What follows belongs to an exercise in optimizing a design on an open flow for small area and a short achievable clock period; a production flow would make more cautious choices.
In this exercise RTL edits were held to simulation tests only and were not proved equivalent to the original.
No driver is modelled on the clock port, so clocking that relies on it looks cheaper here than on a real chip.
Power and IR drop assume default switching activity.

==> flow/design.v <==
package cpu8_pkg;
  typedef enum logic [3:0] {
    OP_NOP = 4'h0,
    OP_LDO = 4'h1,
    OP_LDA = 4'h2,
    OP_LDR = 4'h3,
    OP_PRE = 4'h4,
    OP_STO = 4'h5,
    OP_ADD = 4'h6,
    OP_SHL = 4'h7,
    OP_SHR = 4'h8,
    OP_SUB = 4'h9,
    OP_AND = 4'hA,
    OP_OR  = 4'hB,
    OP_JMP = 4'hC,
    OP_JZ  = 4'hD,
    OP_OUT = 4'hE,
    OP_HLT = 4'hF
  } opcode_e;
  typedef enum logic [2:0] {
    ST_IDLE   = 3'd0,
    ST_FETCH  = 3'd1,
    ST_DECODE = 3'd2,
    ST_OPND   = 3'd3,
    ST_EXEC   = 3'd4,
    ST_MEM    = 3'd5,
    ST_WBACK  = 3'd6,
    ST_HALT   = 3'd7
  } ctrl_state_e;
  localparam logic [1:0] FETCH_NONE = 2'b00;
  localparam logic [1:0] FETCH_BYTE = 2'b01;
  localparam logic [1:0] FETCH_OPND = 2'b10;
  localparam int ERR_RW_BOTH = 0;   
  localparam int ERR_DUAL_RD = 1;   
  localparam int ERR_WR_PC   = 2;   
endpackage
module ram_array #(
  parameter int DW = 8
) (
  input  logic          clk,
  input  logic          we,
  input  logic          re,
  input  logic [15:0]   hi,
  input  logic [15:0]   lo0,
  input  logic [15:0]   lo1,
  input  logic [DW-1:0] wdata,
  output logic [DW-1:0] rdn0,
  output logic [DW-1:0] rdn1
);
  logic [DW-1:0] row_q [32];
  for (genvar i = 0; i < 16; i++) begin : g_row
    logic [15:0] lo, wl, load, hold;
    assign lo = (i < 8) ? lo0 : lo1;
    for (genvar j = 0; j < 16; j++) begin : g_wl
      ram_and2 u_wl (.a(hi[i]), .b(lo[j]), .y(wl[j]));
    end
    assign load = wl & {16{we}};
    assign hold = ~load;
    ram_row #(.DW(DW)) u_row (
      .clk   (clk),
      .wl    (wl),
      .load  (load),
      .hold  (hold),
      .wdata (wdata),
      .rq0   (row_q[2*i]),
      .rq1   (row_q[2*i+1])
    );
  end
  for (genvar b = 0; b < DW; b++) begin : g_bit
    for (genvar h = 0; h < 2; h++) begin : g_half
      logic [7:0] n1;
      logic [1:0] a2;
      for (genvar m = 0; m < 8; m++) begin : g_n1
        ram_nor2 u_g (.a(row_q[16*h+2*m][b]), .b(row_q[16*h+2*m+1][b]), .y(n1[m]));
      end
      ram_nand4 u_a0 (.a(n1[0]), .b(n1[1]), .c(n1[2]), .d(n1[3]), .y(a2[0]));
      ram_nand4 u_a1 (.a(n1[4]), .b(n1[5]), .c(n1[6]), .d(n1[7]), .y(a2[1]));
      if (h == 0) begin : g_o0
        ram_oai21 u_o (.a1(a2[0]), .a2(a2[1]), .b(re), .y(rdn0[b]));
      end else begin : g_o1
        ram_oai21 u_o (.a1(a2[0]), .a2(a2[1]), .b(re), .y(rdn1[b]));
      end
    end
  end
endmodule
module ram_row #(
  parameter int DW = 8
) (
  input  logic          clk,
  input  logic [15:0]   wl,
  input  logic [15:0]   load,
  input  logic [15:0]   hold,
  input  logic [DW-1:0] wdata,
  output logic [DW-1:0] rq0,
  output logic [DW-1:0] rq1
);
  logic [DW-1:0] q [16];
  for (genvar j = 0; j < 16; j++) begin : g_word
    always_ff @(posedge clk) begin
      q[j] <= (q[j] & {DW{hold[j]}}) | (wdata & {DW{load[j]}});
    end
  end
  for (genvar b = 0; b < DW; b++) begin : g_bit
    logic [7:0] p;
    for (genvar m = 0; m < 8; m++) begin : g_pair
      ram_aoi22 u_g (
        .a1 (q[2*m][b]),   .a2 (wl[2*m]),
        .b1 (q[2*m+1][b]), .b2 (wl[2*m+1]),
        .y  (p[m])
      );
    end
    ram_nand4 u_r0 (.a(p[0]), .b(p[1]), .c(p[2]), .d(p[3]), .y(rq0[b]));
    ram_nand4 u_r1 (.a(p[4]), .b(p[5]), .c(p[6]), .d(p[7]), .y(rq1[b]));
  end
endmodule
module ram_aoi22 (
  input  logic a1, a2, b1, b2,
  output logic y
);
  assign y = ~((a1 & a2) | (b1 & b2));
endmodule
module ram_nand4 (
  input  logic a, b, c, d,
  output logic y
);
  assign y = ~(a & b & c & d);
endmodule
module ram_and2 (
  input  logic a, b,
  output logic y
);
  assign y = a & b;
endmodule
module ram_oai21 (
  input  logic a1, a2, b,
  output logic y
);
  assign y = ~((a1 | a2) & b);
endmodule
module ram_nor2 (
  input  logic a, b,
  output logic y
);
  assign y = ~(a | b);
endmodule
module mem_responder #(
  parameter int AW = 8,
  parameter int DW = 8
) (
  input  logic          clk,
  input  logic          rst,
  input  logic          rom_ena,
  input  logic          rom_read,
  input  logic          ram_ena,
  input  logic          ram_read,
  input  logic          ram_write,
  input  logic          ad_sel,
  input  logic          PC_en,
  input  logic          pc_in,
  input  logic [1:0]    fetch,
  input  logic [DW-1:0] rom_data,
  input  logic [DW-1:0] wr_data,
  input  logic          err_clr,
  output logic [AW-1:0] rom_addr,
  output logic [3:0]    ins,
  output logic [AW-1:0] pc,
  output logic [DW-1:0] rd_data,
  output logic          rd_valid,
  output logic [2:0]    err
);
  logic          rom_rd, ram_rd, ram_wr;
  logic          ir_load, opnd_load, rom_data_load, ram_data_load;
  logic          ram_we;
  logic [2:0]    err_new;
  logic [3:0]    ir;
  logic [AW-1:0] opnd;
  logic [DW-1:0] ram_rdn0, ram_rdn1;
  logic [15:0]   opnd_lo0, opnd_lo1, opnd_hi;
  assign rom_rd = rom_ena & rom_read;
  assign ram_rd = ram_ena & ram_read;
  assign ram_wr = ram_ena & ram_write;
  assign ir_load       = (fetch == cpu8_pkg::FETCH_BYTE) & rom_rd & ~ad_sel & ~pc_in;
  assign opnd_load     = (fetch == cpu8_pkg::FETCH_OPND) & rom_rd;
  assign rom_data_load = (fetch == cpu8_pkg::FETCH_BYTE) & ad_sel & rom_rd;
  assign ram_data_load = ram_rd & ~rom_rd;
  assign ram_we = ram_wr & ad_sel & ~ram_read & rst;
  always_comb begin
    err_new              = '0;
    err_new[cpu8_pkg::ERR_RW_BOTH] = ram_ena & ram_read & ram_write;
    err_new[cpu8_pkg::ERR_DUAL_RD] = rom_rd & ram_rd;
    err_new[cpu8_pkg::ERR_WR_PC]   = ram_wr & ~ad_sel;
  end
  logic [AW-1:0] ra_o, ra_p;
  logic          ad_sel_n;
  assign ad_sel_n = ~ad_sel;
  for (genvar b = 0; b < AW; b++) begin : g_ra
    mr_nand2 u_o (.a(ad_sel),   .b(opnd[b]), .y(ra_o[b]));
    mr_nand2 u_p (.a(ad_sel_n), .b(pc[b]),   .y(ra_p[b]));
    mr_nand2 u_y (.a(ra_o[b]),  .b(ra_p[b]), .y(rom_addr[b]));
  end
  assign ins = ir;
  ram_array #(.DW(DW)) u_ram (
    .clk   (clk),
    .we    (ram_we),
    .re    (ram_data_load),
    .hi    (opnd_hi),
    .lo0   (opnd_lo0),
    .lo1   (opnd_lo1),
    .wdata (wr_data),
    .rdn0  (ram_rdn0),
    .rdn1  (ram_rdn1)
  );
  mr_onehot u_lo0 (.clk(clk), .rst(rst), .ld(opnd_load), .nib(rom_data[3:0]), .q(opnd_lo0));
  mr_onehot u_lo1 (.clk(clk), .rst(rst), .ld(opnd_load), .nib(rom_data[3:0]), .q(opnd_lo1));
  mr_onehot u_hi  (.clk(clk), .rst(rst), .ld(opnd_load), .nib(rom_data[7:4]), .q(opnd_hi));
  logic [DW-1:0] rd_keep;
  assign rd_keep = rom_data_load ? rom_data : (ram_data_load ? '0 : rd_data);
  always_ff @(posedge clk or negedge rst) begin
    if (!rst) begin
      pc       <= '0;
      ir       <= cpu8_pkg::OP_NOP;
      opnd     <= '0;
      rd_data  <= '0;
      rd_valid <= 1'b0;
      err      <= '0;
    end else begin
      if (PC_en && pc_in && rom_rd) pc <= rom_data[AW-1:0];
      else if (PC_en && !pc_in)     pc <= pc + AW'(1);
      if (ir_load)   ir   <= rom_data[DW-1:DW-4];
      if (opnd_load) opnd <= rom_data[AW-1:0];
      rd_data <= rd_keep | ~(ram_rdn0 & ram_rdn1);
      rd_valid <= rom_data_load | ram_data_load;
      err <= (err & ~{3{err_clr}}) | err_new;
    end
  end
endmodule
module mr_onehot (
  input  logic        clk,
  input  logic        rst,
  input  logic        ld,
  input  logic [3:0]  nib,
  output logic [15:0] q
);
  logic [15:0] r;
  always_ff @(posedge clk or negedge rst) begin
    if (!rst)    r <= '0;
    else if (ld) r <= (16'd1 << nib) ^ 16'd1;
  end
  assign q = r ^ 16'd1;
endmodule
module mr_nand2 (
  input  logic a, b,
  output logic y
);
  assign y = ~(a & b);
endmodule
==> flow/flow/run.sh <==
#!/bin/bash
# Layout flow: the standard ORFS flow (standard.sh, unchanged synthesis)
# with these changes:
#  - repair may swap a cell for one of another footprint (MATCH_CELL_FOOTPRINT=0),
#  - ports are buffered with buf_4 instead of the resizer's default pick,
#  - after floorplan, combinational cells that synthesis upsized against its
#    own load model are set back to drive 1 (post_fp.tcl); placement and
#    timing repair upsize them again where the placed loads need it.
# make's full output goes to flow_make.log; ORFS's per-step logs stay under
# orfs/logs/.
set -euo pipefail
W=$(cd "$(dirname "$0")/.." && pwd)
cd "$W"
bash standard.sh \
  MATCH_CELL_FOOTPRINT=0 \
  "BUFFER_PORTS_ARGS=-buffer_cell sky130_fd_sc_hd__buf_4" \
  POST_FLOORPLAN_TCL="$W/flow/post_fp.tcl" \
  finish > "$W/flow_make.log" 2>&1
==> flow/flow/post_fp.tcl <==
# Downsize combinational cells that synthesis upsized against its own load
# model; placement-time repair upsizes again wherever real loads need it.
set n 0
foreach inst [get_cells *] {
  set m [get_property $inst ref_name]
  if {![regexp {^(sky130_fd_sc_hd__)([a-z0-9]+)_([0-9]+)$} $m -> pfx fam drv]} { continue }
  if {$drv <= 1} { continue }
  if {[regexp {^(df|edf|sdf|dl|buf|clkbuf|clkinv|inv|tap|fill|decap|conb|clkdly|dlygate|dlymetal)} $fam]} { continue }
  set new "${pfx}${fam}_1"
  if {[llength [get_lib_cells -quiet */$new]] == 0} { continue }
  replace_cell $inst [lindex [get_lib_cells */$new] 0]
  incr n
}
puts "post_fp: downsized $n cells"
==> flow/standard.sh <==
#!/bin/bash
# synth_recipe.tcl (not shown) runs the flow's synth.tcl, then flattens the netlist and writes it again
# the make line also repeats each setting of config.mk as NAME=value (left out here)
make -C /OpenROAD-flow-scripts/flow DESIGN_CONFIG=/design/flow/config.mk WORK_HOME=/design/flow/orfs CLKGATE_MAP_FILE= SYNTH_SCRIPT=/design/flow/synth_recipe.tcl "${@:-finish}"
==> flow/config.mk <==
export PLATFORM = sky130hd
export DESIGN_NAME = mem_responder
export DESIGN_NICKNAME = mem_responder
export VERILOG_FILES = /design/flow/design.v
export SDC_FILE = /design/flow/constraint.sdc
export NUM_CORES = 4
export LEC_CHECK = 0
export CAP_MARGIN = 20
export CORE_MARGIN = 2
export CORE_UTILIZATION = 60
export CTS_BUF_LIST = sky130_fd_sc_hd__clkbuf_16
export CTS_CLUSTER_DIAMETER = 80
export CTS_CLUSTER_SIZE = 30
export PLACE_DENSITY = 0.7
export SETUP_SLACK_MARGIN = 2.5
export SLEW_MARGIN = 20
export SYNTH_HIERARCHICAL = 1
==> flow/constraint.sdc <==
create_clock -name core_clock -period 5.0 [get_ports {clk}]
set_input_delay 1.0000 -clock core_clock [delete_from_list [all_inputs] [get_ports {clk}]]
set_output_delay 1.0000 -clock core_clock [all_outputs]
set_load 0.01 [all_outputs]
==> results_dict.tcl, run 1 <==
set metrics [dict create \
    yosysTopAreaCellShare_pct 46.6 \
    portBuffers 60 \
    dp_hpwl_mm 146 \
    grt_usage_pct 30.0 \
    required_ns 5.62 \
    worst-path-max-fanout 10 \
    synth_commonest_cells "a22o_1 (2048), dfxtp_1 (2048), a22oi_2 (1024)" \
    clk_pin_slew_worst_paths_ns 0.11 \
    finalWirelength_mm 242 \
    root_buffer "clkbuf_16" \
    syn_area_um2 88100 \
    die_x_um 387 \
    run_status "complete, no violations" \
    worst_r2r_startpoint "u_lo1.r[10]" \
    synth.yosys.seq_area_share_pct 48.8 \
    fin_crit_sh_pct 52.7 \
    pin_count 61 \
    yosysWarnings 13 \
    p_int_mw 21.1 \
    overflow 0 \
    dr_total_vias 62755 \
    grt_pass1_wl_mm 356 \
    drtIter0Drc 8010 \
    antenna_left 0 \
    finalSetupViolCount 0 \
    cts_buffers 87 \
    switching_power_mw 6.52 \
    crit_path_top_delay_cell "dfrtp_4" \
    grt_pass1_vias 56332 \
    synth_flop_cell "dfxtp_1" \
    max_freq_mhz 379 \
    drive_above_1_share_pct 9.55 \
    dieArea_um2 150000 \
    synthTopCellsByArea "dfxtp_1 (47%), a22o_1 (20%), a22oi_2 (15%)" \
    comb_power_share_pct 4.7 \
    ys_async_sr_fraction_pct 3.76 \
    cp-start-kind "flip-flop" \
    worstRegToRegCells 9 \
    power_density_nw_per_um2 324 \
    endpoint_kind "flip-flop" \
    clock_path_buffers 3 \
    first_pass_iters 6 \
    clk_latency_ns 0.75 \
    clock_skew_ns 0.0324 \
    hold_buffers 0 \
    yosysUniqueCellTypes 47 \
    fin_ws_ns 2.36 \
    syn_to_final_growth_pct -3.38 \
    hold_viol 0 \
    wl_per_cell_um 27.2 \
    max_stage_delay_ns 0.54 \
    nFillCells 12046 \
    synthCells 7537 \
    h-tree-depth 3 \
    syn_avg_cell_area_um2 11.7 \
    netSwitchingFraction_pct 23.6 \
    core.rowCount 140 \
    yosys.area.top_type "dfxtp_1" \
    tightest_slew_ns 1.05 \
    final_net_count 6964 \
    relSlewSlack_pct 29.7 \
    core_um2 146000 \
    initial_core_util_pct 60.4 \
    ir_worst_vdd_mv 0.327 \
    cts_tree "yes" \
    route.detailed.drc 0 \
    pre_cts_ws_ns 1.49 \
    report.final.slew_viol_count 0 \
    fin_tns_setup_ns 0 \
    cap_violations 0 \
    hold_path.class "input pin to asynchronous set/reset pin" \
    die_h_um 387 \
    p_leak_nw 31.4 \
    grt_max_degree 177 \
    synth-edff-count 0 \
    avgViaCountPerCell 7.05 \
    antenna_found_initial 18 \
    power_frac_clock_pct 32.0 \
    cpMostUsedCell "nand4_1" \
    post-route-min-period_ns 2.64 \
    critPathKind "flip-flop to flip-flop" \
    syn_nets 7567 \
    gp_congestion 1.00 \
    startpoint "u_lo1.r[10]" \
    cp.arrival_ns 3.26 \
    seqPwrFrac_pct 63.4 \
    ys_ff_latch 2128 \
    r2r-end "rd_data[7]" \
    critical_path.cell_chain "buf_4 > buf_4 > and2_1 > a22oi_1 > nand4_1 > nor2_1 > nand4_1 > o21ai_2 > nand4_1" \
    rrSetupSlack_ns 2.36 \
    cts.sinks 2128 \
    rsz0062_at_grt "true" \
]
-- placed cells by master, fill, tap and decap left out, types with 4 or more instances in the layout --
cell and count:
clkbuf_16 91, buf_12 40, nand4_1 300, nor2_2 69, dfrtp_2 24, dfxtp_1 2048
buf_6 9, a31o_1 24, a41o_1 18, and2_2 76, nand3_1 17, a21oi_1 8
nand2_1 290, a22o_1 2048, o21ai_0 5, mux2_1 13, nor2_1 69, buf_8 9
a22oi_1 912, a22oi_2 112, o21ai_4 5, nand2_2 7, nor2b_1 49, diode_2 12
and2_1 425, and2_4 12, buf_4 124, clkinvlp_4 6, inv_6 7, dfrtp_4 35
nor2_4 4, dfrtp_1 21, o21ai_2 11, and2b_1 6, o22ai_1 8, inv_1 24
-- per-module statistics from Yosys (local to each module, per instance), a selection --
module         cell area (um^2)  flip-flops and latches  times used
mem_responder              1510                      32           1
mr_nand2                   3.75                       0          24
mr_onehot                   833                      16           3
ram_and2                   6.26                       0         256
ram_aoi22                  12.5                       0        1024
ram_nand4                  6.26                       0         288
ram_nor2                   3.75                       0         128
ram_oai21                  5.00                       0          16
-- layout make-up --
class                   instances  area, um^2  share of cell area [%]
diodes                         12        30.0                  0.0353
clock buffers                  89        2230                    2.62
clock inverters                42         375                   0.441
inverters                      14        72.6                  0.0853
multi-input cells            4512       34700                    40.8
flip-flops and latches       2128       43200                    50.7
well taps                    1917        2400                    2.82
repair buffers                191        2100                    2.47
-- worst max-delay path by stage --
stage | endpoint | cells after the start
3_5_place_dp | u_ram.g_row[8].u_row.q[15][5] | 6
3_3_place_gp | u_ram.g_row[12].u_row.q[15][5] | 6
2_1_floorplan | u_ram.g_row[4].u_row.q[7][6] | 9
4_1_cts | rd_data[2] | 7
5_1_grt | rd_data[3] | 8
6_report | rd_data[7] | 9
-- metrics by stage --
| stage | instance area (um^2) | util, % | power (mW) | hold WS [ns] | std cells |
|---|---|---|---|---|---|
| final | 85100 | 58.4 | 27.6 | 0.0724 | 8905 |
| after CTS | 83500 | 57.3 | 27.6 | 0.0232 | 8836 |
| after global routing | 85100 | 58.4 | 28.4 | 0.0328 | 8894 |
| after detailed placement | 80200 | 55.0 | 18.9 | 0.453 | 8670 |
| after floorplan | 88100 | - | 18.5 | 0.460 | 7537 |
| after global placement | 80200 | 55.0 | 18.9 | 0.452 | 8670 |
-- registers in the layout, indices dropped and copies added, names as in the netlist --
signal	count
err	3
ir	4
opnd	8
pc	8
rd_data	8
rd_valid	1
u_hi.r	16
u_lo0.r	16
u_lo1.r	16
u_ram.g_row.u_row.q	2048
-- critical path, delay by kind of cell, from the launching register on --
kind                   cells  cell delay, ns
AOI/OAI and AO/OA          2            0.64
buffers and inverters      2            0.34
DFF                        1            0.54
and+or+nand+nor            5            1.01
-- power by group through the flow --
| stage | sequential [mW] | clock, mW | combinational (mW) |
|---|---|---|---|
| finish | 17.5 | 8.83 | 1.29 |
| global route | 17.5 | 9.52 | 1.34 |
| CTS | 17.5 | 8.96 | 1.11 |
| detailed placement | 17.9 | 0 | 1.01 |
| global placement | 17.9 | 0 | 0.991 |
| floorplan | 17.7 | 0 | 0.823 |
-- per-layer routing --
metal,part of all wire [%],GRT usage [%]
met1,45,44.5
met2,43,43.7
met3,8.4,4.82
met4,3.8,11.1
met5,0.018,0
-- cell families after synthesis --
family,after synthesis,synth area share (%)
AO/OA/AOI/OAI,3163,35.7
adder cells (fa/ha/maj),1,0.0142
buffers and inverters,897,6.99
flip-flops,2128,48.8
multiplexers,16,0.200
AND/OR/NAND/NOR,1332,8.29
-- timing repair --
item                                    in CTS  in global routing
pin swaps                                   15                 81
endpoints found under the setup margin    1058               1509
gates cloned                                 1                  2
buffers inserted                            34                 55
gates resized for setup                    133                297
==> inputs of run 2 (changes only) <==
--- a/flow/design.v
+++ b/flow/design.v
@@ -47,6 +47,8 @@
   output logic [DW-1:0] rdn0,
   output logic [DW-1:0] rdn1
 );
+  logic [DW-1:0] wdata_g;
+  assign wdata_g = wdata & {DW{we}};
   logic [DW-1:0] row_q [32];
   for (genvar i = 0; i < 16; i++) begin : g_row
     logic [15:0] lo, wl, load, hold;
@@ -54,14 +56,14 @@
     for (genvar j = 0; j < 16; j++) begin : g_wl
       ram_and2 u_wl (.a(hi[i]), .b(lo[j]), .y(wl[j]));
     end
-    assign load = wl & {16{we}};
-    assign hold = ~load;
+    assign load = wl;
+    assign hold = ~(wl & {16{we}});
     ram_row #(.DW(DW)) u_row (
       .clk   (clk),
       .wl    (wl),
       .load  (load),
       .hold  (hold),
-      .wdata (wdata),
+      .wdata (wdata_g),
       .rq0   (row_q[2*i]),
       .rq1   (row_q[2*i+1])
     );
@@ -195,10 +197,18 @@
   assign ad_sel_n = ~ad_sel;
   for (genvar b = 0; b < AW; b++) begin : g_ra
     mr_nand2 u_o (.a(ad_sel),   .b(opnd[b]), .y(ra_o[b]));
-    mr_nand2 u_p (.a(ad_sel_n), .b(pc[b]),   .y(ra_p[b]));
+    mr_nand2 u_p (.a(ad_sel_n), .b(pc_a[b]), .y(ra_p[b]));
     mr_nand2 u_y (.a(ra_o[b]),  .b(ra_p[b]), .y(rom_addr[b]));
   end
   assign ins = ir;
+  logic [AW-1:0] pc_next, pc_a;
+  always_comb begin
+    pc_next = pc;
+    if (PC_en && pc_in && rom_rd) pc_next = rom_data[AW-1:0];
+    else if (PC_en && !pc_in)     pc_next = pc + AW'(1);
+  end
+  mr_reg8 u_pc  (.clk(clk), .rst(rst), .d(pc_next), .q(pc));
+  mr_reg8 u_pca (.clk(clk), .rst(rst), .d(pc_next), .q(pc_a));
   ram_array #(.DW(DW)) u_ram (
     .clk   (clk),
     .we    (ram_we),
@@ -217,15 +227,12 @@
   assign rd_keep = rom_data_load ? rom_data : (ram_data_load ? '0 : rd_data);
   always_ff @(posedge clk or negedge rst) begin
     if (!rst) begin
-      pc       <= '0;
       ir       <= cpu8_pkg::OP_NOP;
       opnd     <= '0;
       rd_data  <= '0;
       rd_valid <= 1'b0;
       err      <= '0;
     end else begin
-      if (PC_en && pc_in && rom_rd) pc <= rom_data[AW-1:0];
-      else if (PC_en && !pc_in)     pc <= pc + AW'(1);
       if (ir_load)   ir   <= rom_data[DW-1:DW-4];
       if (opnd_load) opnd <= rom_data[AW-1:0];
       rd_data <= rd_keep | ~(ram_rdn0 & ram_rdn1);
@@ -248,6 +255,17 @@
   end
   assign q = r ^ 16'd1;
 endmodule
+module mr_reg8 (
+  input  logic       clk,
+  input  logic       rst,
+  input  logic [7:0] d,
+  output logic [7:0] q
+);
+  always_ff @(posedge clk or negedge rst) begin
+    if (!rst) q <= '0;
+    else      q <= d;
+  end
+endmodule
 module mr_nand2 (
   input  logic a, b,
   output logic y
--- a/flow/flow/run.sh
+++ b/flow/flow/run.sh
@@ -5,7 +5,10 @@
 #  - ports are buffered with buf_4 instead of the resizer's default pick,
 #  - after floorplan, combinational cells that synthesis upsized against its
 #    own load model are set back to drive 1 (post_fp.tcl); placement and
-#    timing repair upsize them again where the placed loads need it.
+#    timing repair upsize them again where the placed loads need it,
+#  - after CTS, the predecoded RAM address registers get their clock one
+#    buffer level earlier, a useful skew for the RAM's internal read and
+#    write paths (post_cts.tcl), followed by another timing repair.
 # make's full output goes to flow_make.log; ORFS's per-step logs stay under
 # orfs/logs/.
 set -euo pipefail
@@ -15,4 +18,5 @@
   MATCH_CELL_FOOTPRINT=0 \
   "BUFFER_PORTS_ARGS=-buffer_cell sky130_fd_sc_hd__buf_4" \
   POST_FLOORPLAN_TCL="$W/flow/post_fp.tcl" \
+  POST_CTS_TCL="$W/flow/post_cts.tcl" \
   finish > "$W/flow_make.log" 2>&1
==> flow/flow/post_cts.tcl (new file) <==
# Useful skew for the RAM's read and write paths: the predecoded address
# registers (u_lo0, u_lo1, u_hi) launch every path into the RAM words and
# the read data register, and feed nothing else; their own inputs come from
# input ports. Each group gets its own clkbuf_16 tapped from the clock
# root's net, so their clock arrives one buffer level earlier than the rest.
# Then placement is legalized and timing repaired again.
set block [ord::get_db_block]
set root_net ""
foreach inst [$block getInsts] {
  if {[$inst getName] eq "clkbuf_0_clk"} {
    set root_net [[$inst findITerm X] getNet]
  }
}
if {$root_net eq ""} { error "post_cts: clock root buffer not found" }
set master [[ord::get_db] findMaster sky130_fd_sc_hd__clkbuf_16]
foreach grp {u_lo0 u_lo1 u_hi} {
  set flops {}
  foreach inst [$block getInsts] {
    if {[string match "${grp}.r*" [$inst getName]] && [[$inst getMaster] isSequential]} {
      lappend flops $inst
    }
  }
  if {[llength $flops] == 0} { error "post_cts: no registers in $grp" }
  set sx 0; set sy 0
  foreach f $flops { set bb [$f getBBox]; set sx [expr {$sx + [$bb xMin]}]; set sy [expr {$sy + [$bb yMin]}] }
  set cx [expr {int($sx / [llength $flops])}]
  set cy [expr {int($sy / [llength $flops])}]
  set buf [odb::dbInst_create $block $master "clkbuf_early_${grp}"]
  set net [odb::dbNet_create $block "clknet_early_${grp}"]
  $net setSigType CLOCK
  [$buf findITerm A] connect $root_net
  [$buf findITerm X] connect $net
  foreach it [$buf getITerms] {
    if {[[$it getMTerm] getSigType] eq "POWER"} { $it connect [$block findNet VDD] }
    if {[[$it getMTerm] getSigType] eq "GROUND"} { $it connect [$block findNet VSS] }
  }
  foreach f $flops {
    set it [$f findITerm CLK]
    $it disconnect
    $it connect $net
  }
  $buf setLocation $cx $cy
  $buf setPlacementStatus PLACED
  puts "post_cts: [llength $flops] registers of $grp on clknet_early_${grp}"
}
detailed_placement
estimate_parasitics -placement
repair_timing_helper
detailed_placement
check_placement -verbose
--- a/flow/config.mk
+++ b/flow/config.mk
@@ -12,6 +12,6 @@
 export CTS_CLUSTER_DIAMETER = 80
 export CTS_CLUSTER_SIZE = 30
 export PLACE_DENSITY = 0.7
-export SETUP_SLACK_MARGIN = 2.5
+export SETUP_SLACK_MARGIN = 2.65
 export SLEW_MARGIN = 20
 export SYNTH_HIERARCHICAL = 1
==> results_dict.tcl, run 2 <==
set metrics [dict create \
    synthCells 7257 \
    finalSetupViolCount 0 \
    first_pass_iters 6 \
    final_net_count 6765 \
    gp_congestion 0.866 \
    cts_tree "yes" \
    avgViaCountPerCell 6.96 \
    syn_nets 7287 \
    worst_r2r_startpoint "u_hi.r[11]" \
    required_ns 4.00 \
    dr_total_vias 60613 \
    ys_async_sr_fraction_pct 4.12 \
    wl_per_cell_um 26.8 \
    dp_hpwl_mm 135 \
    p_leak_nw 31.2 \
    portBuffers 60 \
    antenna_found_initial 17 \
    hold_viol 0 \
    regMostFlops "u_ram.g_row.u_row.q" \
    report.final.slew_viol_count 0 \
    synth-edff-count 0 \
    syn_to_final_growth_pct -1.74 \
    rrSetupSlack_ns 2.60 \
    power_mw 28.2 \
    critPathKind "flip-flop to output pin" \
    cts.sinks 2136 \
    final_cell_mix "a22o_1 (2048), dfxtp_1 (2048), a22oi_1 (971)" \
    overflow 0 \
    cp.arrival_ns 1.46 \
    grt_usage_pct 30.0 \
    nFillCells 11676 \
    core.rowCount 139 \
    route.detailed.drc 0 \
    yosys.area.top_type "dfxtp_1" \
    crit_path_top_delay_cell "dfrtp_2" \
    hold_path.class "input pin to asynchronous set/reset pin" \
    clk_latency_ns 0.80 \
    power_density_nw_per_um2 333 \
    grt_pass1_vias 54749 \
    endpoint_kind "output pin" \
    fin_tns_setup_ns 0 \
    critical_path.cell_chain "buf_6" \
    relSlewSlack_pct 43.0 \
    drive_above_1_share_pct 11.1 \
    drtIter0Drc 6915 \
    rsz0062_at_grt "true" \
    syn_avg_cell_area_um2 11.9 \
    grt_pass1_wl_mm 346 \
    dieArea_um2 147000 \
    synth.yosys.seq_area_share_pct 50.0 \
    largest_reg_flops 2048 \
    path_buf_inv 1 \
    yosysWarnings 14 \
    core_um2 143000 \
    die_x_um 383 \
    cp_top_family "flip-flops" \
    worstRegToRegCells 8 \
    pin_count 61 \
    grt_max_degree 94 \
    run_status "complete, no violations" \
    clock_skew_ns 0.313 \
    ir_worst_vdd_mv 0.343 \
    ys_ff_latch 2136 \
    synth_flop_cell "dfxtp_1" \
    cap_violations 0 \
    clk_pin_slew_worst_paths_ns 0.11 \
    yosysTopAreaCellShare_pct 47.5 \
    antenna_left 0 \
    initial_core_util_pct 60.3 \
    yosysUniqueCellTypes 41 \
    fin_crit_sh_pct 49.3 \
    tightest_slew_ns 0.855 \
    die_h_um 383 \
    syn_area_um2 86400 \
    worst-path-max-fanout 2 \
    cp-start-kind "flip-flop" \
    post-route-min-period_ns 2.46 \
    r2r-end "rd_data[7]" \
    synthTopCellsByArea "dfxtp_1 (47%), a22o_1 (21%), a22oi_2 (15%)" \
    max_freq_mhz 406 \
    synth_commonest_cells "a22o_1 (2048), dfxtp_1 (2048), a22oi_2 (1024)" \
    finalWirelength_mm 233 \
    max_stage_delay_ns 0.52 \
]
==> run 2: changes by cell type after synthesis, sizes merged, moves of 6 or more <==
cell and change:
and2 -247, clkbuf -26, nand2 -11, dfrtp +8
o2111ai +8, o21ai +8, nand3 -7, nand4 -7
o22ai -6
==> run 2: modules after synthesis, one instance, submodules excluded, a selection <==
module	flops+latches	cells inside
mem_responder	24	126
mr_reg8	8	8
ram_oai21	0	1
ram_nand4	0	1
mr_nand2	0	1
ram_nor2	0	1
ram_aoi22	0	1
mr_onehot	16	74
ram_and2	0	1
==> run 2: cell type report, clock buffers not listed <==
cell class	count	area (um^2)	share of cell area, %
sequential	2136	43300	51.0
antenna	9	22.5	0.0265
clock inverter	54	520	0.613
tap	1903	2380	2.80
timing repair buffer	228	2950	3.48
buffer	3	75.1	0.0884
inverter	13	68.8	0.0811
multi-input combinational	4262	33200	39.1
==> run 2: power breakdown <==
group,switching (mW),total (mW),internal [mW]
registers,0.281,17.6,17.3
clock network,5.70,9.52,3.83
logic,0.628,1.14,0.508
==> run 2: kinds of logic after synthesis <==
| logic type | after synthesis | synth area share [%] |
|---|---|---|
| XOR/XNOR | 2 | 0.0203 |
| adder cells (fa/ha/maj) | 1 | 0.0145 |
| AO/OA/AOI/OAI | 3165 | 36.4 |
| buffers and inverters | 869 | 6.84 |
| flip-flops | 2136 | 50.0 |
| multiplexers | 16 | 0.203 |
| AND/OR/NAND/NOR | 1068 | 6.53 |
==> run 2: through the flow <==
stage | instances | hold slack [ns] | util [%] | worst slack, ns | area [um^2]
floorplan | 7257 | 0.460 | - | 2.68 | 86500
global placement | 8410 | 0.452 | 55.1 | 1.36 | 79000
detailed placement | 8410 | 0.453 | 55.1 | 1.31 | 79000
global route | 8694 | 0.0505 | 59.2 | 2.49 | 84900
finish | 8703 | 0.0584 | 59.2 | 2.54 | 84900
==> run 2: worst max path at each step <==
stage                        from                      endpoint  depth (start not counted)
after floorplan            ad_sel                   rom_addr[0]                          4
after global placement        rst  u_ram.g_row[1].u_row.q[0][0]                          7
after detailed placement      rst  u_ram.g_row[0].u_row.q[6][0]                          7
after global routing      opnd[0]                   rom_addr[0]                          3
final                       ir[1]                        ins[1]                          1
==> run 2: layer usage <==
layer  GRT usage (%)  vias up  wire length [um]
li1                -    27166                 -
met1            43.4    30469            104000
met2            45.3     2546            103000
met3            4.41      422             17500
met4            11.0       10              8710
met5           0.747        -               188
==> inputs of run 3 (changes only) <==
--- a/flow/flow/run.sh
+++ b/flow/flow/run.sh
@@ -3,6 +3,8 @@
 # with these changes:
 #  - repair may swap a cell for one of another footprint (MATCH_CELL_FOOTPRINT=0),
 #  - ports are buffered with buf_4 instead of the resizer's default pick,
+#  - CTS uses clkbuf_16 only, clusters of up to 30 sinks within 80 um, and
+#    no dummy loads,
 #  - after floorplan, combinational cells that synthesis upsized against its
 #    own load model are set back to drive 1 (post_fp.tcl); placement and
 #    timing repair upsize them again where the placed loads need it,
@@ -19,4 +21,5 @@
   "BUFFER_PORTS_ARGS=-buffer_cell sky130_fd_sc_hd__buf_4" \
   POST_FLOORPLAN_TCL="$W/flow/post_fp.tcl" \
   POST_CTS_TCL="$W/flow/post_cts.tcl" \
+  "CTS_ARGS=-sink_clustering_enable -repair_clock_nets -sink_clustering_size 30 -sink_clustering_max_diameter 80 -buf_list sky130_fd_sc_hd__clkbuf_16 -dont_use_dummy_load" \
   finish > "$W/flow_make.log" 2>&1
==> flow/config.mk (replaced) <==
export PLATFORM = sky130hd
export DESIGN_NAME = mem_responder
export DESIGN_NICKNAME = mem_responder
export VERILOG_FILES = /design/flow/design.v
export SDC_FILE = /design/flow/constraint.sdc
export NUM_CORES = 4
export LEC_CHECK = 0
export CAP_MARGIN = 20
export CORE_MARGIN = 2
export CORE_UTILIZATION = 68
export PLACE_DENSITY = 0.78
export SETUP_SLACK_MARGIN = 2.65
export SLEW_MARGIN = 20
export SYNTH_HIERARCHICAL = 1
export TNS_END_PERCENT = 0
==> results_dict.tcl, run 3 <==
set metrics [dict create \
    run_status "complete, no violations" \
    dp_hpwl_mm 133 \
    pin_count 61 \
    required_ns 4.00 \
    grt_util_met1_pct 47.3 \
    drtIter0Drc 8490 \
    yosysWarnings 14 \
    post-route-min-period_ns 2.52 \
    yosys.area.top_type "dfxtp_1" \
    top_usage_layer "met2" \
    synth.yosys.seq_area_share_pct 50.0 \
    cap_violations 0 \
    cp-start-kind "flip-flop" \
    holdWs_ns 0.0505 \
    hold_viol 0 \
    dr_total_vias 60617 \
    crit_path_top_delay_cell "dfrtp_1" \
    max_freq_mhz 398 \
    grt_use_met3_pct 5.62 \
    synth_flop_cell "dfxtp_1" \
    yosysTopAreaCellShare_pct 47.5 \
    clk_latency_ns 0.80 \
    cp.arrival_ns 1.52 \
    syn_to_final_growth_pct -3.83 \
    largest_reg_flops 2048 \
    cp_top_family "flip-flops" \
    worst_r2r_startpoint "u_lo1.r[1]" \
    worstRegToRegCells 7 \
    synthCells 7257 \
    use_met2_pct 49.1 \
    die_x_um 360 \
    ys_ff_latch 2136 \
    dieArea_um2 130000 \
    fin_crit_sh_pct 50.3 \
    grt_pass1_wl_mm 339 \
    endpoint_kind "output pin" \
    rsz0062_at_grt "true" \
    drive_above_1_share_pct 10.3 \
    overflow 0 \
    synth-edff-count 0 \
    core_um2 126000 \
    max_stage_delay_ns 0.57 \
    rrSetupSlack_ns 2.54 \
    finalWirelength_mm 223 \
    cts_tree "yes" \
    r2r-end "rd_data[4]" \
    clock_skew_ns 0.317 \
    synthTopCellsByArea "dfxtp_1 (47%), a22o_1 (21%), a22oi_2 (15%)" \
    portBuffers 60 \
    syn_nets 7287 \
    power_density_nw_per_um2 324 \
    antenna_found_initial 15 \
    hold_path.class "input pin to asynchronous set/reset pin" \
    ys_async_sr_fraction_pct 4.12 \
    route.detailed.drc 0 \
    final_cell_mix "a22o_1 (2048), dfxtp_1 (2048), a22oi_1 (958)" \
    grt_usage_pct 32.9 \
    nFillCells 9494 \
    critPathKind "flip-flop to output pin" \
    syn_avg_cell_area_um2 11.9 \
    final_net_count 6728 \
    grt_pass1_vias 54579 \
    pre_cts_ws_ns 1.37 \
    antenna_left 0 \
    first_pass_iters 8 \
    grt_max_degree 83 \
    die_h_um 360 \
    p_leak_nw 30.5 \
    initial_core_util_pct 68.6 \
    wl_per_cell_um 26.7 \
    core.rowCount 130 \
    yosysUniqueCellTypes 41 \
    clk_pin_slew_worst_paths_ns 0.11 \
    tightest_slew_ns 0.861 \
    relSlewSlack_pct 42.6 \
    syn_area_um2 86400 \
    critical_path.cell_chain "buf_4" \
    report.final.slew_viol_count 0 \
    regMostFlops "u_ram.g_row.u_row.q" \
    path_buf_inv 1 \
    worst-path-max-fanout 2 \
    fin_tns_setup_ns 0 \
    power_mw 26.9 \
    cts.sinks 2136 \
    synth_commonest_cells "a22o_1 (2048), dfxtp_1 (2048), a22oi_2 (1024)" \
    finalSetupViolCount 0 \
    fin_ws_ns 2.48 \
    ir_worst_vdd_mv 0.313 \
    avgViaCountPerCell 7.26 \
    gp_congestion 0.904 \
]
## run 3: cell counts after synthesis
No cell type changed its count.
## run 3: worst max path at each step
stage               startpoint                        endpoint  slack, ns  depth (start not counted)
floorplan               ad_sel                     rom_addr[0]       2.68                          4
detailed placement         rst  u_ram.g_row[14].u_row.q[12][7]       1.37                          7
finish                   ir[0]                          ins[0]       2.48                          1
global placement           rst  u_ram.g_row[11].u_row.q[10][7]       1.45                          7
global route           opnd[5]                     rom_addr[5]       2.46                          3
## run 3: kinds of logic after synthesis
logic type,count (synthesis),share of synthesized area [%]
multiplexers,16,0.203
adder cells (fa/ha/maj),1,0.0145
flip-flops,2136,50.0
AND/OR/NAND/NOR,1068,6.53
XOR/XNOR,2,0.0203
AO/OA/AOI/OAI,3165,36.4
buffers and inverters,869,6.84
## run 3: Yosys stat by module, one instance, submodules excluded, excerpt
module | cells | flops+latches
mr_onehot | 74 | 16
ram_nor2 | 1 | 0
ram_and2 | 1 | 0
mr_reg8 | 8 | 8
mem_responder | 126 | 24
mr_nand2 | 1 | 0
ram_nand4 | 1 | 0
ram_aoi22 | 1 | 0
ram_oai21 | 1 | 0
## run 3: through the flow
| stage | cell area, um^2 | instances | utilization (%) |
|---|---|---|---|
| 2_1_floorplan | 86500 | 7257 | - |
| 3_3_place_gp | 78700 | 8167 | 62.5 |
| 3_5_place_dp | 78700 | 8167 | 62.5 |
| 5_1_grt | 83100 | 8346 | 66.0 |
| 6_report | 83100 | 8350 | 66.0 |
## run 3: layout make-up, clock buffers not listed
cell class | count | area [um^2] | share of cell area, %
Antenna cell | 4 | 10.0 | 0.0120
Tap cell | 1650 | 2060 | 2.48
Inverter | 13 | 66.3 | 0.0798
Timing Repair Buffer | 192 | 2150 | 2.59
Sequential cell | 2136 | 43300 | 52.1
Buffer | 3 | 75.1 | 0.0904
Multi-Input combinational cell | 4264 | 33200 | 40.0
## run 3: per-layer routing
metal | share of wire (%) | wire length (um)
met1 | 43 | 97000
met2 | 43 | 97000
met3 | 8.6 | 19200
met4 | 4.5 | 10100
met5 | 0.028 | 63
## run 3: power breakdown
part	switching, mW	leakage, nW	internal, mW
logic	0.528	11.8	0.388
registers	0.307	17.6	17.3
clock network	5.15	1.12	3.27
total	5.98	30.5	21.0
==> inputs of run 4 (changes only) <==
--- a/flow/design.v
+++ b/flow/design.v
@@ -41,8 +41,7 @@
   input  logic          we,
   input  logic          re,
   input  logic [15:0]   hi,
-  input  logic [15:0]   lo0,
-  input  logic [15:0]   lo1,
+  input  logic [15:0]   lo,
   input  logic [DW-1:0] wdata,
   output logic [DW-1:0] rdn0,
   output logic [DW-1:0] rdn1
@@ -51,8 +50,7 @@
   assign wdata_g = wdata & {DW{we}};
   logic [DW-1:0] row_q [32];
   for (genvar i = 0; i < 16; i++) begin : g_row
-    logic [15:0] lo, wl, load, hold;
-    assign lo = (i < 8) ? lo0 : lo1;
+    logic [15:0] wl, load, hold;
     for (genvar j = 0; j < 16; j++) begin : g_wl
       ram_and2 u_wl (.a(hi[i]), .b(lo[j]), .y(wl[j]));
     end
@@ -177,7 +175,7 @@
   logic [3:0]    ir;
   logic [AW-1:0] opnd;
   logic [DW-1:0] ram_rdn0, ram_rdn1;
-  logic [15:0]   opnd_lo0, opnd_lo1, opnd_hi;
+  logic [15:0]   opnd_lo, opnd_hi;
   assign rom_rd = rom_ena & rom_read;
   assign ram_rd = ram_ena & ram_read;
   assign ram_wr = ram_ena & ram_write;
@@ -214,14 +212,12 @@
     .we    (ram_we),
     .re    (ram_data_load),
     .hi    (opnd_hi),
-    .lo0   (opnd_lo0),
-    .lo1   (opnd_lo1),
+    .lo    (opnd_lo),
     .wdata (wr_data),
     .rdn0  (ram_rdn0),
     .rdn1  (ram_rdn1)
   );
-  mr_onehot u_lo0 (.clk(clk), .rst(rst), .ld(opnd_load), .nib(rom_data[3:0]), .q(opnd_lo0));
-  mr_onehot u_lo1 (.clk(clk), .rst(rst), .ld(opnd_load), .nib(rom_data[3:0]), .q(opnd_lo1));
+  mr_onehot u_lo  (.clk(clk), .rst(rst), .ld(opnd_load), .nib(rom_data[3:0]), .q(opnd_lo));
   mr_onehot u_hi  (.clk(clk), .rst(rst), .ld(opnd_load), .nib(rom_data[7:4]), .q(opnd_hi));
   logic [DW-1:0] rd_keep;
   assign rd_keep = rom_data_load ? rom_data : (ram_data_load ? '0 : rd_data);
--- a/flow/flow/post_cts.tcl
+++ b/flow/flow/post_cts.tcl
@@ -1,5 +1,5 @@
 # Useful skew for the RAM's read and write paths: the predecoded address
-# registers (u_lo0, u_lo1, u_hi) launch every path into the RAM words and
+# registers (u_lo, u_hi) launch every path into the RAM words and
 # the read data register, and feed nothing else; their own inputs come from
 # input ports. Each group gets its own clkbuf_16 tapped from the clock
 # root's net, so their clock arrives one buffer level earlier than the rest.
@@ -13,7 +13,7 @@
 }
 if {$root_net eq ""} { error "post_cts: clock root buffer not found" }
 set master [[ord::get_db] findMaster sky130_fd_sc_hd__clkbuf_16]
-foreach grp {u_lo0 u_lo1 u_hi} {
+foreach grp {u_lo u_hi} {
   set flops {}
   foreach inst [$block getInsts] {
     if {[string match "${grp}.r*" [$inst getName]] && [[$inst getMaster] isSequential]} {
==> results_dict.tcl, run 4 <==
set metrics [dict create \
    syn_to_final_growth_pct -4.60 \
    dpl_cell_area_um2 78100 \
    power_mw 26.5 \
    portBuffers 60 \
    regMostFlops "u_ram.g_row.u_row.q" \
    syn_nets 7213 \
    die_x_um 359 \
    run_status "complete, no violations" \
    first_pass_iters 8 \
    fin_tns_setup_ns 0 \
    ys_ff_latch 2120 \
    final_cells 8268 \
    syn_area_um2 85600 \
    required_ns 5.63 \
    grt_pass1_vias 53775 \
    antenna_found_initial 20 \
    overflow 0 \
    grt_usage_pct 32.5 \
    route.detailed.drc 0 \
    tightest_slew_ns 1.06 \
    grt_max_degree 102 \
    final_core_util_pct 65.2 \
    synthTopCellsByArea "dfxtp_1 (48%), a22o_1 (21%), a22oi_2 (15%)" \
    power_frac_clock_pct 30.7 \
    max_freq_mhz 405 \
    yosys.area.top_type "dfxtp_1" \
    reg.largest.list "u_ram.g_row.u_row.q x2048, u_hi.r x16, u_lo.r x16" \
    ys_async_sr_fraction_pct 3.40 \
    die_h_um 359 \
    cap_violations 0 \
    synth_flop_cell "dfxtp_1" \
    final_cell_mix "a22o_1 (2048), dfxtp_1 (2048), a22oi_1 (988)" \
    fin_ws_ns 2.53 \
    multi_input_area_um2 32600 \
    netSwitchingFraction_pct 22.2 \
    cp.arrival_ns 3.10 \
    switching_power_mw 5.87 \
    p_leak_nw 29.8 \
    largest_reg_flops 2048 \
    nFillCells 9620 \
    rrSetupSlack_ns 2.53 \
    gp_congestion 0.889 \
    synth.yosys.seq_area_share_pct 50.0 \
    power_density_nw_per_um2 324 \
    startpoint "u_lo.r[7]" \
    cp-start-kind "flip-flop" \
    core.rowCount 130 \
    worst-path-max-fanout 17 \
    yosysWarnings 14 \
    synth_commonest_cells "a22o_1 (2048), dfxtp_1 (2048), a22oi_2 (1024)" \
    core_um2 125000 \
    dr_total_vias 60241 \
    relSlewSlack_pct 29.4 \
    dieArea_um2 129000 \
    clock_skew_ns 0.314 \
    pre_cts_ws_ns 1.59 \
    worst_r2r_startpoint "u_lo.r[7]" \
    ir_worst_vdd_mv 0.275 \
    syn_avg_cell_area_um2 11.9 \
    fin_crit_sh_pct 49.4 \
    endpoint_kind "flip-flop" \
    seq_area_um2 42900 \
    dp_cells 8121 \
    r2r-end "rd_data[6]" \
    worstRegToRegCells 8 \
    clk_pin_slew_worst_paths_ns 0.11 \
    endpoint "rd_data[6]" \
    comb_power_share_pct 3.6 \
    initial_core_util_pct 68.3 \
    design_area_um2 81600 \
    dp_hpwl_mm 136 \
    finalWirelength_mm 220 \
    p_int_mw 20.6 \
    holdWs_ns 0.0910 \
    finalSetupViolCount 0 \
    avgViaCountPerCell 7.29 \
    seqPwrFrac_pct 65.7 \
    drive_above_1_share_pct 8.34 \
    post-route-min-period_ns 2.47 \
    antenna_left 0 \
    critPathKind "flip-flop to flip-flop" \
    rsz0062_at_grt "true" \
    wl_per_cell_um 26.6 \
    report.final.slew_viol_count 0 \
    hold_path.class "input pin to asynchronous set/reset pin" \
    cts.sinks 2120 \
    clk_latency_ns 0.76 \
    hold_viol 0 \
    synthCells 7183 \
    final_net_count 6638 \
    synth-edff-count 0 \
    cts_tree "yes" \
    yosysUniqueCellTypes 41 \
    drtIter0Drc 8358 \
    grt_pass1_wl_mm 331 \
    pin_count 61 \
    yosysTopAreaCellShare_pct 47.9 \
]
-- run 4: cell count changes after synthesis, sizes merged, moves of 3 or more --
cell   previous run  this run
nor2            147       144
dfrtp            88        72
a31o             24        16
nor2b            49        33
buf             725       707
a41o             18        12
-- run 4: worst min path at each step --
stage / start / end / cells past startpoint
after floorplan: u_ram.g_row[0].u_row.q[1][7] / u_ram.g_row[0].u_row.q[1][7] / 1
after global placement: u_ram.g_row[5].u_row.q[5][1] / u_ram.g_row[5].u_row.q[5][1] / 1
after detailed placement: u_ram.g_row[5].u_row.q[3][7] / u_ram.g_row[5].u_row.q[3][7] / 1
after global routing: rst / u_pca.q[5] / 1
final: rst / ir[1] / 1
-- run 4: cell families (layout without fill, tap and decap cells) --
kind of cell	after synthesis	count (layout)	share of synthesized area, %
AO/OA/AOI/OAI	3150	3150	36.6
AND/OR/NAND/NOR	1046	1051	6.43
XOR/XNOR	2	2	0.0205
adder cells (fa/ha/maj)	1	1	0.0146
other	0	12	0
multiplexers	15	15	0.193
buffers and inverters	849	267	6.74
flip-flops	2120	2120	50.0
-- run 4: layout make-up, clock buffers not listed --
class	count	area share [%]
inverters	11	0.0920
flip-flops and latches	2120	52.5
plain buffers	2	0.0613
well taps	1650	2.53
diodes	12	0.0368
multi-input cells	4219	39.9
repair buffers	171	2.35
-- run 4: critical path, cell delays in order, from the launching register on --
cell and delay, ns:
dfrtp_2 0.53, buf_6 0.30, and2_4 0.27, a22oi_1 0.27
nand4_1 0.21, nor2_2 0.22, nand4_1 0.36, o21ai_2 0.32
o2111ai_1 0.13
-- run 4: Yosys stat by module, one instance, submodules excluded, a selection --
module,flip-flops and latches,cells inside
ram_aoi22,0,1
ram_nand4,0,1
ram_nor2,0,1
ram_oai21,0,1
ram_and2,0,1
mr_nand2,0,1
mr_reg8,8,8
mr_onehot,16,74
mem_responder,24,126
-- run 4: metal layers --
| layer | vias up | part of all wire [%] | GRT usage [%] |
|---|---|---|---|
| met2 | 3007 | 44 | 48.5 |
| met4 | 6 | 3.0 | 9.10 |
| met3 | 369 | 9.4 | 5.06 |
| met5 | - | 0.016 | 0 |
| li1 | 26717 | - | - |
| met1 | 30142 | 44 | 48.8 |
-- run 4: power groups by stage --
| stage | Clock [mW] | Sequential [mW] | Combinational (mW) |
|---|---|---|---|
| 6_report | 8.13 | 17.4 | 0.948 |
| 5_1_grt | 8.77 | 17.4 | 0.999 |
| 3_5_place_dp | 0 | 17.8 | 0.822 |
| 3_3_place_gp | 0 | 17.8 | 0.798 |
| 2_1_floorplan | 0 | 17.7 | 0.543 |
==> inputs of run 5 (changes only) <==
--- a/flow/flow/post_cts.tcl
+++ b/flow/flow/post_cts.tcl
@@ -1,17 +1,13 @@
 # Useful skew for the RAM's read and write paths: the predecoded address
 # registers (u_lo, u_hi) launch every path into the RAM words and
 # the read data register, and feed nothing else; their own inputs come from
-# input ports. Each group gets its own clkbuf_16 tapped from the clock
-# root's net, so their clock arrives one buffer level earlier than the rest.
+# input ports. Each group gets its own clkbuf_16 driven straight from the
+# clock port (which then feeds 3 cells: the tree's root buffer and these
+# two), so their clock arrives two buffer levels earlier than the rest.
 # Then placement is legalized and timing repaired again.
 set block [ord::get_db_block]
-set root_net ""
-foreach inst [$block getInsts] {
-  if {[$inst getName] eq "clkbuf_0_clk"} {
-    set root_net [[$inst findITerm X] getNet]
-  }
-}
-if {$root_net eq ""} { error "post_cts: clock root buffer not found" }
+set root_net [$block findNet clk]
+if {$root_net eq "NULL" || $root_net eq ""} { error "post_cts: clock port net not found" }
 set master [[ord::get_db] findMaster sky130_fd_sc_hd__clkbuf_16]
 foreach grp {u_lo u_hi} {
   set flops {}
==> results_dict.tcl, run 5 <==
set metrics [dict create \
    run_status "complete, no violations" \
    power_mw 26.4 \
    grt_max_degree 102 \
    required_ns 4.00 \
    worst-path-max-fanout 21 \
    route.detailed.drc 0 \
    p_int_mw 20.6 \
    syn_avg_cell_area_um2 11.9 \
    drive_above_1_share_pct 8.28 \
    finalSetupViolCount 0 \
    pin_count 61 \
    netSwitchingFraction_pct 22.1 \
    drtIter0Drc 8666 \
    die_h_um 359 \
    final_cell_mix "a22o_1 (2048), dfxtp_1 (2048), a22oi_1 (989)" \
    clk_pin_slew_worst_paths_ns 0.11 \
    hold_viol 0 \
    synthTopCellsByArea "dfxtp_1 (48%), a22o_1 (21%), a22oi_2 (15%)" \
    portBuffers 60 \
    cts.sinks 2120 \
    pre_cts_ws_ns 1.59 \
    cap_violations 0 \
    relSlewSlack_pct 31.2 \
    wl_per_cell_um 26.7 \
    ir_worst_vdd_mv 0.247 \
    dp_cells 8121 \
    cp-start-kind "input pin" \
    core_um2 125000 \
    cp.arrival_ns 1.50 \
    post-route-min-period_ns 2.50 \
    yosys.area.top_type "dfxtp_1" \
    p_leak_nw 29.8 \
    max_stage_delay_ns 0.15 \
    synthCells 7183 \
    crit_path_top_delay_cell "buf_4" \
    clock_skew_ns 0.592 \
    fin_ws_ns 2.50 \
    synth_flop_cell "dfxtp_1" \
    syn_to_final_growth_pct -4.69 \
    synth-edff-count 0 \
    yosysTopAreaCellShare_pct 47.9 \
    endpoint_kind "output pin" \
    yosysUniqueCellTypes 41 \
    grt_usage_pct 32.5 \
    cpMostUsedCell "nand2_1" \
    gp_congestion 0.889 \
    overflow 0 \
    power_frac_clock_pct 30.7 \
    comb_power_share_pct 3.5 \
    ys_ff_latch 2120 \
    dr_total_vias 60458 \
    dp_hpwl_mm 136 \
    cts_tree "yes" \
    synth.yosys.seq_area_share_pct 50.0 \
    clk_latency_ns 0.73 \
    nFillCells 9638 \
    first_pass_iters 6 \
    final_net_count 6636 \
    die_x_um 359 \
    startpoint "ad_sel" \
    grt_pass1_vias 53775 \
    worst_r2r_startpoint "u_lo.r[11]" \
    largest_reg_flops 2048 \
    finalWirelength_mm 221 \
    design_area_um2 81600 \
    syn_area_um2 85600 \
    hold_path.class "input pin to asynchronous set/reset pin" \
    antenna_found_initial 22 \
    seqPwrFrac_pct 65.8 \
    regMostFlops "u_ram.g_row.u_row.q" \
    grt_pass1_wl_mm 331 \
    critPathKind "input pin to output pin" \
    ys_async_sr_fraction_pct 3.40 \
    dpl_cell_area_um2 78100 \
    syn_nets 7213 \
    reg.largest.list "u_ram.g_row.u_row.q x2048, u_hi.r x16, u_lo.r x16" \
    avgViaCountPerCell 7.30 \
    yosysWarnings 14 \
    report.final.slew_viol_count 0 \
    fin_crit_sh_pct 50.1 \
    power_density_nw_per_um2 324 \
    final_cells 8279 \
    core.rowCount 130 \
    rsz0062_at_grt "true" \
    dieArea_um2 129000 \
    fin_tns_setup_ns 0 \
    antenna_left 0 \
    initial_core_util_pct 68.3 \
    max_freq_mhz 399 \
    critical_path.cell_chain "buf_12 > inv_6 > nand2_1 > nand2_1 > buf_4" \
    final_core_util_pct 65.1 \
    holdWs_ns 0.121 \
    tightest_slew_ns 1.03 \
    switching_power_mw 5.84 \
    synth_commonest_cells "a22o_1 (2048), dfxtp_1 (2048), a22oi_2 (1024)" \
]
## run 5: cell types whose count changed in the layout (fill, tap and decap cells not counted), moves of 2 or more
cell       change
buf_16         -2
buf_6          -7
diode_2       +13
clkbuf_16      -2
buf_4          +6
and2_2         +2
buf_12         +2
nand2_1        +2
nand2_2        -2
## run 5: worst max-delay path, delay by kind of cell
kind	cells	cell delay, ns
simple gates	2	0.13
buf+inv	3	0.35
## run 5: Yosys stat by module (local to each module, per instance), a selection
module | cells | times used
mem_responder | 126 | 1
mr_onehot | 74 | 2
mr_reg8 | 8 | 2
ram_aoi22 | 1 | 1024
ram_and2 | 1 | 256
ram_nand4 | 1 | 288
ram_oai21 | 1 | 16
mr_nand2 | 1 | 24
ram_nor2 | 1 | 128
## run 5: power by group through the flow
stage	clock, mW	combinational, mW	sequential (mW)
finish	8.11	0.929	17.4
global placement	0	0.798	17.8
detailed placement	0	0.822	17.8
floorplan	0	0.543	17.7
global route	8.75	0.982	17.4
## run 5: metal layers
layer  track usage [%]  share of wire (%)
met5                 0              0.018
met4              9.18                2.7
met3              5.04                9.4
met2              48.5                 44
met1              48.8                 44
## run 5: cell type report, clock buffers not listed
cell class / count / area [um^2] / share of cell area [%]
diodes: 25 / 62.6 / 0.0767
plain buffers: 2 / 50.0 / 0.0614
inverters: 11 / 66.3 / 0.0813
multi-input cells: 4220 / 32600 / 39.9
flip-flops and latches: 2120 / 42900 / 52.6
well taps: 1650 / 2060 / 2.53
repair buffers: 168 / 1820 / 2.23
## run 5: cells by family (layout without fill, tap and decap cells)
| family | count (synthesis) | in the layout | share of synthesized area (%) |
|---|---|---|---|
| AOI/OAI and AO/OA | 3150 | 3150 | 36.6 |
| xor gates and xnor gates | 2 | 2 | 0.0205 |
| adders and majority gates | 1 | 1 | 0.0146 |
| buffers and inverters | 849 | 264 | 6.74 |
| DFF | 2120 | 2120 | 50.0 |
| muxes | 15 | 15 | 0.193 |
| other | 0 | 25 | 0 |
| and+or+nand+nor | 1046 | 1052 | 6.43 |
## run 5: final timing paths
check | endpoint | slack [ns] | cells after the start
max | rom_addr[1] | 2.50 | 5
min reg2reg | u_ram.g_row[5].u_row.q[12][6] | 0.40 | 3
max reg2reg | rd_data[1] | 2.82 | 8
max in group asynchronous | u_lo.r[15] | 3.15 | 2
min in group core_clock | u_ram.g_row[5].u_row.q[12][6] | 0.40 | 3
min | u_pc.q[2] | 0.12 | 1
==> inputs of run 6 (changes only) <==
--- a/flow/design.v
+++ b/flow/design.v
@@ -101,16 +101,31 @@
     end
   end
   for (genvar b = 0; b < DW; b++) begin : g_bit
-    logic [7:0] p;
-    for (genvar m = 0; m < 8; m++) begin : g_pair
-      ram_aoi22 u_g (
-        .a1 (q[2*m][b]),   .a2 (wl[2*m]),
-        .b1 (q[2*m+1][b]), .b2 (wl[2*m+1]),
-        .y  (p[m])
+    for (genvar h = 0; h < 2; h++) begin : g_half
+      logic [2:0] p;
+      ram_aoi222 u_g0 (
+        .a1 (q[8*h+0][b]), .a2 (wl[8*h+0]),
+        .b1 (q[8*h+1][b]), .b2 (wl[8*h+1]),
+        .c1 (q[8*h+2][b]), .c2 (wl[8*h+2]),
+        .y  (p[0])
       );
-    end
-    ram_nand4 u_r0 (.a(p[0]), .b(p[1]), .c(p[2]), .d(p[3]), .y(rq0[b]));
-    ram_nand4 u_r1 (.a(p[4]), .b(p[5]), .c(p[6]), .d(p[7]), .y(rq1[b]));
+      ram_aoi222 u_g1 (
+        .a1 (q[8*h+3][b]), .a2 (wl[8*h+3]),
+        .b1 (q[8*h+4][b]), .b2 (wl[8*h+4]),
+        .c1 (q[8*h+5][b]), .c2 (wl[8*h+5]),
+        .y  (p[1])
+      );
+      ram_aoi22 u_g2 (
+        .a1 (q[8*h+6][b]), .a2 (wl[8*h+6]),
+        .b1 (q[8*h+7][b]), .b2 (wl[8*h+7]),
+        .y  (p[2])
+      );
+      if (h == 0) begin : g_r0
+        ram_nand3 u_r (.a(p[0]), .b(p[1]), .c(p[2]), .y(rq0[b]));
+      end else begin : g_r1
+        ram_nand3 u_r (.a(p[0]), .b(p[1]), .c(p[2]), .y(rq1[b]));
+      end
+    end
   end
 endmodule
 module ram_aoi22 (
@@ -118,6 +133,18 @@
   output logic y
 );
   assign y = ~((a1 & a2) | (b1 & b2));
+endmodule
+module ram_aoi222 (
+  input  logic a1, a2, b1, b2, c1, c2,
+  output logic y
+);
+  assign y = ~((a1 & a2) | (b1 & b2) | (c1 & c2));
+endmodule
+module ram_nand3 (
+  input  logic a, b, c,
+  output logic y
+);
+  assign y = ~(a & b & c);
 endmodule
 module ram_nand4 (
   input  logic a, b, c, d,
--- a/flow/flow/run.sh
+++ b/flow/flow/run.sh
@@ -8,8 +8,8 @@
 #  - after floorplan, combinational cells that synthesis upsized against its
 #    own load model are set back to drive 1 (post_fp.tcl); placement and
 #    timing repair upsize them again where the placed loads need it,
-#  - after CTS, the predecoded RAM address registers get their clock one
-#    buffer level earlier, a useful skew for the RAM's internal read and
+#  - after CTS, the predecoded RAM address registers get their clock from
+#    their own buffers driven by the clock port, a useful skew for the RAM's internal read and
 #    write paths (post_cts.tcl), followed by another timing repair.
 # make's full output goes to flow_make.log; ORFS's per-step logs stay under
 # orfs/logs/.
==> results_dict.tcl, run 6 <==
set metrics [dict create \
    cp_top_family "buffers and inverters" \
    grt_pass1_wl_mm 332 \
    post-route-min-period_ns 2.44 \
    reg.largest.list "u_ram.g_row.u_row.q x2048, u_hi.r x16, u_lo.r x16" \
    relSlewSlack_pct 34.7 \
    critical_path_depth 5 \
    cp.arrival_ns 1.44 \
    worst-path-max-fanout 8 \
    report.final.slew_viol_count 0 \
    seq_area_um2 42800 \
    max_freq_mhz 410 \
    yosysWarnings 14 \
    comb_power_share_pct 3.7 \
    avgViaCountPerCell 7.56 \
    final_net_count 6380 \
    hold_path.class "flip-flop to flip-flop" \
    fin_tns_setup_ns 0 \
    critical_path.cell_chain "buf_16 > inv_16 > nand2_2 > nand2_2 > buf_6" \
    clk_latency_ns 0.73 \
    drtIter0Drc 10510 \
    holdWs_ns 0.284 \
    hold_viol 0 \
    fin_crit_sh_pct 48.8 \
    max_stage_delay_ns 0.13 \
    syn_avg_cell_area_um2 11.7 \
    synthCells 6927 \
    dieArea_um2 122000 \
    seqPwrFrac_pct 65.5 \
    finalSetupViolCount 0 \
    p_int_mw 20.7 \
    endpoint_kind "output pin" \
    synth_commonest_cells "a22o_1 (2048), dfxtp_1 (2048), a222oi_1 (512)" \
    endpoint "rom_addr[3]" \
    startpoint "ad_sel" \
    syn_nets 6957 \
    drive_above_1_share_pct 7.64 \
    synth_xor_area_share_pct 0.0217 \
    clk_pin_slew_worst_paths_ns 0.11 \
    portBuffers 60 \
    clock_skew_ns 0.592 \
    die_h_um 349 \
    ys_ff_latch 2120 \
    grt_max_degree 103 \
    synthSimpleGateAreaFrac_pct 6.41 \
    initial_core_util_pct 68.5 \
    cap_violations 0 \
    route.detailed.drc 0 \
    multi_input_area_um2 31400 \
    grt_pass1_vias 53438 \
    nFillCells 8721 \
    yosysTopAreaCellShare_pct 50.8 \
    syn_area_um2 80800 \
    synth_compound_area_share_pct 33.2 \
    synthTopCellsByArea "dfxtp_1 (51%), a22o_1 (22%), a222oi_1 (6.3%)" \
    gp_congestion 0.895 \
    power_density_nw_per_um2 330 \
    cts.sinks 2120 \
    r2r-end "rd_data[1]" \
    p_leak_nw 30.0 \
    worstRegToRegCells 7 \
    final_cell_mix "a22o_1 (2048), dfxtp_1 (2048), a222oi_1 (512)" \
    run_status "complete, no violations" \
    antenna_found_initial 16 \
    overflow 0 \
    largest_reg_flops 2048 \
    power_mw 26.6 \
    ys_async_sr_fraction_pct 3.40 \
    yosys.area.top_type "dfxtp_1" \
    dp_hpwl_mm 133 \
    core.rowCount 126 \
    regMostFlops "u_ram.g_row.u_row.q" \
    worst_r2r_startpoint "u_hi.r[14]" \
    die_x_um 349 \
    yosysUniqueCellTypes 42 \
    rsz0062_at_grt "true" \
    first_pass_iters 11 \
    required_ns 4.00 \
    synth.area.mux_share_pct 0.205 \
    wl_per_cell_um 27.9 \
    netSwitchingFraction_pct 22.1 \
    synth_flop_cell "dfxtp_1" \
    power_frac_clock_pct 30.9 \
    dp_cells 7749 \
    pin_count 61 \
    grt_usage_pct 34.5 \
    synthAdderAreaFrac_pct 0.0155 \
    rrSetupSlack_ns 2.64 \
    ir_worst_vdd_mv 0.305 \
    cts_tree "yes" \
    cp-start-kind "input pin" \
    path_buf_inv 3 \
    antenna_left 0 \
    synth_top_family_by_area "compound AO/OA/AOI/OAI gates" \
    synth-edff-count 0 \
    tightest_slew_ns 0.980 \
    synth.yosys.seq_area_share_pct 53.0 \
    critPathKind "input pin to output pin" \
    crit_path_top_delay_cell "buf_16" \
    cpMostUsedCell "nand2_2" \
    syn_to_final_growth_pct -0.435 \
    final_cells 7899 \
    switching_power_mw 5.88 \
    dr_total_vias 59732 \
    finalWirelength_mm 220 \
    core_um2 118000 \
]
-- run 6: cell count changes after synthesis, sizes merged --
cell,before,now
a22oi,1024,256
a222oi,0,512
nand3,10,266
nand4,292,36
-- run 6: stage by stage --
step	cell area [um^2]	util (%)	setup WS, ns
after floorplan	80800	-	2.68
after detailed placement	77000	65.3	1.38
final	80400	68.2	2.56
after global routing	80400	68.2	2.54
after global placement	76900	65.2	1.36
-- run 6: power by group through the flow --
stage	registers (mW)	clock network (mW)	logic, mW
6_report	17.4	8.20	0.972
5_1_grt	17.4	8.84	1.02
3_5_place_dp	17.8	0	0.820
3_3_place_gp	17.8	0	0.769
2_1_floorplan	17.7	0	0.523
-- run 6: cell type report, clock buffers not listed --
cell class                      count  area share (%)
Inverter                           11          0.0856
Buffer                              2          0.0622
Timing Repair Buffer              162            2.40
Antenna cell                       15          0.0467
Sequential cell                  2120            53.3
Tap cell                         1536            2.39
Multi-Input combinational cell   3968            39.1
-- run 6: worst min-delay path by stage --
stage | startpoint | to | slack, ns | cells after the start
3_5_place_dp | u_ram.g_row[15].u_row.q[3][4] | u_ram.g_row[15].u_row.q[3][4] | 0.45 | 1
6_report | u_lo.r[11] | u_ram.g_row[9].u_row.q[11][6] | 0.28 | 2
5_1_grt | u_lo.r[11] | u_ram.g_row[9].u_row.q[11][6] | 0.27 | 2
2_1_floorplan | u_ram.g_row[0].u_row.q[3][7] | u_ram.g_row[0].u_row.q[3][7] | 0.44 | 1
3_3_place_gp | u_ram.g_row[7].u_row.q[0][3] | u_ram.g_row[7].u_row.q[0][3] | 0.45 | 1
-- run 6: routing by layer --
| layer | vias to the layer above | share of wire, % | track usage, % |
|---|---|---|---|
| met2 | 3365 | 43 | 50.6 |
| li1 | 26204 | - | - |
| met4 | 14 | 3.4 | 11.0 |
| met1 | 29775 | 43 | 51.6 |
| met5 | - | 0.044 | 0 |
| met3 | 374 | 10 | 5.85 |
-- run 6: cell families after synthesis --
| family | after synthesis |
|---|---|
| muxes | 15 |
| DFF | 2120 |
| buffers and inverters | 849 |
| adders and majority gates | 1 |
| AOI/OAI and AO/OA | 2894 |
| xor gates and xnor gates | 2 |
| and+or+nand+nor | 1046 |
-- run 6: worst reg2reg max path, delay by kind of cell (launching register included) --
| family | cells | cell delay, ns |
|---|---|---|
| AND/OR/NAND/NOR | 4 | 1.11 |
| AO/OA/AOI/OAI | 3 | 1.08 |
| flip-flops | 1 | 0.56 |
-- run 6: modules after synthesis (local to each module, per instance), excerpt --
| module | cells inside | copies in the design |
|---|---|---|
| ram_nand3 | 1 | 256 |
| ram_nor2 | 1 | 128 |
| mr_reg8 | 8 | 2 |
| ram_aoi22 | 1 | 256 |
| ram_and2 | 1 | 256 |
| mr_nand2 | 1 | 24 |
| ram_nand4 | 1 | 32 |
| ram_oai21 | 1 | 16 |
| mem_responder | 126 | 1 |
| ram_aoi222 | 1 | 512 |
| mr_onehot | 74 | 2 |

## separate check: timing with driven ports
Ports are ideal in the flow. The routed layouts listed here were re-timed in OpenROAD.
Step 1: set_driving_cell puts a clkbuf_16 on clk and a buf_2 on each other input, an assumption about the parent block.
Step 2, shift: input delay + t, output delay - t, t = (earliest + latest rising clock arrival at the registers) / 2. This alone moves slack from input paths to output paths.
a / b / c = ideal / step 1 / step 2; a / b = the first two.
run	t (ns)	setup WS [ns]	clock arrival spread, ns	slew at the worst register clock pin (ns)	worst slew at a driven data input, ns
run 1	0.804	2.363 / 2.363 / 1.788	0.035 / 0.034	0.12 / 0.12	0.14
run 2	0.721	2.537 / 2.319 / 1.885	0.314 / 0.314	0.12 / 0.12	0.26
run 3	0.730	2.485 / 2.400 / 1.910	0.319 / 0.320	0.12 / 0.12	0.06
run 4	0.685	2.530 / 2.280 / 1.825	0.314 / 0.314	0.12 / 0.12	0.28
run 5	0.541	2.496 / 2.431 / 2.093	0.592 / 0.592	0.12 / 0.12	0.16
run 6	0.539	2.561 / 2.327 / 1.880	0.592 / 0.593	0.12 / 0.12	0.28
In 5 of these runs the clock reaches the registers at very different times; t lies between them, and the last value is a rough guide only. The setup slack of run 4, which loses most, moves by -0.250 ns with the drivers and by -0.705 ns with both steps.
